Source: an optimization exercise on an open RTL-to-GDS flow (aim: small area, a short achievable clock period and few clock cycles per item). Production flows keep margins and buffers that such runs may drop. The RTL was checked by simulation tests, not by an equivalence proof against the original design.

==> flow/design.v (excerpt) <==
module pid_cell #(
    parameter int                     DATA_WIDTH = 32,
    parameter int                     DATA_SIZE  = 128,
    parameter int                     FRAC_BITS  = pid_pkg::FRAC_BITS_DEF,
    parameter logic signed [DATA_WIDTH-1:0] OUT_MAX = 32'h7FFFFFFF,
    parameter logic signed [DATA_WIDTH-1:0] OUT_MIN = 32'h80000000
) (
    input  logic                  aclk,
    input  logic                  aresetn,
    input  logic [DATA_SIZE-1:0]  regs_in,
    input  logic                  param_en,
    input  logic [DATA_WIDTH-1:0] s_data,
    input  logic                  s_valid,
    output logic                  s_ready,
    output logic [DATA_WIDTH-1:0] m_data,
    output logic                  m_valid,
    input  logic                  m_ready,
    output logic                  busy
);
Size in the first run: about 750 flip-flops, about 200 I/O pins, roughly 110000 µm² of cells after synthesis.
==> flow/config.mk <==
export PLATFORM = sky130hd
export DESIGN_NAME = pid_cell
export DESIGN_NICKNAME = pid_cell
export VERILOG_FILES = /design/flow/design.v
export SDC_FILE = /design/flow/constraint.sdc
export NUM_CORES = 4
export LEC_CHECK = 0
export ABC_AREA = 1
export CAP_MARGIN = 20
export CORE_MARGIN = 2
export CORE_UTILIZATION = 55
export SLEW_MARGIN = 20
export SYNTH_HIERARCHICAL = 1
export SYNTH_MINIMUM_KEEP_SIZE = 0
export TNS_END_PERCENT = 5
==> flow/constraint.sdc <==
create_clock -name core_clock -period 16.0 [get_ports {aclk}]
set_input_delay 3.2000 -clock core_clock [delete_from_list [all_inputs] [get_ports {aclk}]]
set_output_delay 3.2000 -clock core_clock [all_outputs]
set_load 0.01 [all_outputs]
standard.sh (not shown) runs the stock make flow with config.mk's settings and CLKGATE_MAP_FILE= SYNTH_SCRIPT=/design/flow/synth_recipe.tcl, a recipe that flattens the netlist after the stock synthesis.
==> flow/flow/run.sh <==
#!/bin/bash
set -euo pipefail
bash standard.sh finish SETUP_SLACK_MARGIN=11.5 > standard_finish.log 2>&1
The starting point completed with no timing, DRC or antenna violations.
Testbench counts at the start, summed over its fixed seeds: cycles 2,240, items 2,048.
Edit:
--- a/flow/design.v
+++ b/flow/design.v
@@ -999,21 +999,21 @@
     localparam logic signed [W-1:0] SMAX = {1'b0, {(W-1){1'b1}}};
     localparam logic signed [W-1:0] SMIN = {1'b1, {(W-1){1'b0}}};
     localparam bit FULL_RANGE = (OUT_MAX == SMAX) && (OUT_MIN == SMIN);
     logic signed [W-1:0] sp;
     logic [NG-1:0]       kp_o, kp_t, kp_n, ki_o, ki_t, ki_n, kd_o, kd_t, kd_n;
     logic                kp_s, ki_s, kd_s;             
-    logic signed [W-1:0] e_prev, integ;
+    logic signed [W-1:0] e_prev, integ;     
     logic signed [W+1:0] k_se;                         
     logic                pending;
     logic                v0, v1, v2, v3;
     logic [W-1:0]        y0;
-    logic signed [W-1:0] e1, de1;
+    logic signed [W-1:0] de1, ei1;
     logic [CS-1:0]       pa2, pb2, ia2, ib2, da2, db2;
     logic                pc2, ic2, dc2, pz2, iz2, dz2, pu2, iu2, du2, ps2, is2, ds2;
-    logic signed [W-1:0] p3, in3, d3;
+    logic signed [W:0]   pd3;              
     logic                skid_v;
     logic [W-1:0]        skid;
     logic adv, acc, out_free, load_g;
     assign adv      = !skid_v;
     assign acc      = s_valid && s_ready;
     assign out_free = !m_valid || m_ready;
@@ -1064,33 +1064,34 @@
     logic          rp_s, ri_s, rd_s;
     pid_booth u_enc_p (.b(regs_in[pid_pkg::WORD_KP*W +: W]), .bo(rp_o), .bt(rp_t), .bn(rp_n), .bs(rp_s));
     pid_booth u_enc_i (.b(regs_in[pid_pkg::WORD_KI*W +: W]), .bo(ri_o), .bt(ri_t), .bn(ri_n), .bs(ri_s));
     pid_booth u_enc_d (.b(regs_in[pid_pkg::WORD_KD*W +: W]), .bo(rd_o), .bt(rd_t), .bn(rd_n), .bs(rd_s));
     logic [CS-1:0] pa_t, pb_t, ia_t, ib_t, da_t, db_t;
     logic          pc_t, ic_t, dc_t, pz_t, iz_t, dz_t, pu_t, iu_t, du_t, ps_t, is_t, ds_t;
-    pid_mul_t u_mt_p (.a(e1),  .bo(kp_o), .bt(kp_t), .bn(kp_n), .bs(kp_s), .ra(pa_t), .rb(pb_t),
+    pid_mul_t u_mt_p (.a(e_prev),  .bo(kp_o), .bt(kp_t), .bn(kp_n), .bs(kp_s), .ra(pa_t), .rb(pb_t),
                       .cin(pc_t), .ok0(pz_t), .ok1(pu_t), .sgn(ps_t));
-    pid_mul_t u_mt_i (.a(e1),  .bo(ki_o), .bt(ki_t), .bn(ki_n), .bs(ki_s), .ra(ia_t), .rb(ib_t),
+    pid_mul_t u_mt_i (.a(ei1),     .bo(ki_o), .bt(ki_t), .bn(ki_n), .bs(ki_s), .ra(ia_t), .rb(ib_t),
                       .cin(ic_t), .ok0(iz_t), .ok1(iu_t), .sgn(is_t));
     pid_mul_t u_mt_d (.a(de1), .bo(kd_o), .bt(kd_t), .bn(kd_n), .bs(kd_s), .ra(da_t), .rb(db_t),
                       .cin(dc_t), .ok0(dz_t), .ok1(du_t), .sgn(ds_t));
     logic [W-1:0] p_w, i_w, d_w;
     logic         p_r, i_r, d_r;
     pid_mul_a u_ma_p (.ra(pa2), .rb(pb2), .cin(pc2), .ok0(pz2), .ok1(pu2), .sw(p_w), .inr(p_r));
     pid_mul_a u_ma_i (.ra(ia2), .rb(ib2), .cin(ic2), .ok0(iz2), .ok1(iu2), .sw(i_w), .inr(i_r));
     pid_mul_a u_ma_d (.ra(da2), .rb(db2), .cin(dc2), .ok0(dz2), .ok1(du2), .sw(d_w), .inr(d_r));
     logic signed [W-1:0] p_c, i_c, d_c, integ_next;
+    logic signed [W:0]   pd_c;
     always_comb begin
         p_c        = p_r ? p_w : {ps2, {(W-1){~ps2}}};
         i_c        = i_r ? i_w : {is2, {(W-1){~is2}}};
         d_c        = d_r ? d_w : {ds2, {(W-1){~ds2}}};
         integ_next = clamp_out($signed({{2{integ[W-1]}}, integ}) + $signed({{2{i_c[W-1]}}, i_c}));
+        pd_c       = $signed({p_c[W-1], p_c}) + $signed({d_c[W-1], d_c});
     end
     logic signed [W-1:0] res;
-    assign res = clamp_out($signed({{2{p3[W-1]}}, p3}) + $signed({{2{in3[W-1]}}, in3})
-                         + $signed({{2{d3[W-1]}}, d3}));
+    assign res = clamp_out($signed({pd3[W], pd3}) + $signed({{2{integ[W-1]}}, integ}));
     assign load_g = (param_en || pending) && !acc && !v0 && !(v1 && !adv);
     logic pending_n, skid_v_n, mvalid_n;
     always_comb begin
         pending_n = (param_en || pending) && !load_g;
         skid_v_n  = skid_v ? !out_free : (v3 && !out_free);
         mvalid_n  = out_free ? (skid_v || v3) : m_valid;
@@ -1117,13 +1118,13 @@
             v0      <= 1'b0;
             v1      <= 1'b0;
             v2      <= 1'b0;
             v3      <= 1'b0;
             skid_v  <= 1'b0;
             m_valid <= 1'b0;
-            s_ready <= 1'b1;
+            s_ready <= 1'b0;
             busy    <= 1'b0;
         end else begin
             if (load_g) begin
                 sp   <= regs_in[pid_pkg::WORD_SP*W +: W];
                 kp_o <= rp_o;
                 kp_t <= rp_t;
@@ -1159,14 +1160,14 @@
                     || mvalid_n || skid_v_n;
         end
     end
     always_ff @(posedge aclk) begin
         if (adv) begin
             y0  <= s_data;
-            e1  <= e_c;
             de1 <= de_c;
+            if (v0) ei1 <= e_c;
             pa2 <= pa_t;
             pb2 <= pb_t;
             pc2 <= pc_t;
             pz2 <= pz_t;
             pu2 <= pu_t;
             ps2 <= ps_t;
@@ -1179,14 +1180,12 @@
             da2 <= da_t;
             db2 <= db_t;
             dc2 <= dc_t;
             dz2 <= dz_t;
             du2 <= du_t;
             ds2 <= ds_t;
-            p3  <= p_c;
-            in3 <= integ_next;
-            d3  <= d_c;
+            pd3 <= pd_c;
         end
         if (!skid_v && v3 && !out_free) skid <= res;
         if (out_free) m_data <= skid_v ? skid : res;
     end
 endmodule
=>
- wire length came out lower by 2.9%
- sequential share of layout area drops by 1.3 points
- design area drops by 1.5%
- maximum frequency increases by 3.6%
- worst hold slack is worse by 0.0051 ns
- setup slack improved by 0.17 ns
- count of clock-buffer cells in the layout fell by 11
- die area shrinks by 0.90%
- critical path depth goes down by 2
- cell count barely changes
Testbench counts after the change, summed over its fixed seeds: cycles 2,240, items 2,048.

==> afterwards: timing with drivers on the ports <==
The results above use ideal ports. As a check the final layouts listed here were re-extracted and re-timed, cells and wires unchanged. Step 1 (the two cells are an assumption about what drives the block):
set clk [get_ports {aclk}]
set_driving_cell -lib_cell sky130_fd_sc_hd__clkbuf_16 $clk
set_driving_cell -lib_cell sky130_fd_sc_hd__buf_2 [delete_from_list [all_inputs] $clk]
Step 2 also shifts input and output timing later by t, the mid clock arrival at the registers, as if the neighbouring blocks saw the same clock. a / b / c = ideal ports / drivers / drivers and shift; a / b = the first two.
run | shift t [ns] | setup WS [ns] | worst setup path after step 2 | worst register clock-pin slew, ns
the first run | 0.836 | 11.085 / 11.085 / 10.499 | input to register | 0.07 / 0.07
the second run | 0.824 | 11.256 / 11.256 / 10.650 | input to register | 0.08 / 0.08
After both steps setup and hold are still met in every run listed. The setup slack of the second run, which loses most, moves by 0.000 ns with the drivers and by -0.606 ns with both steps.
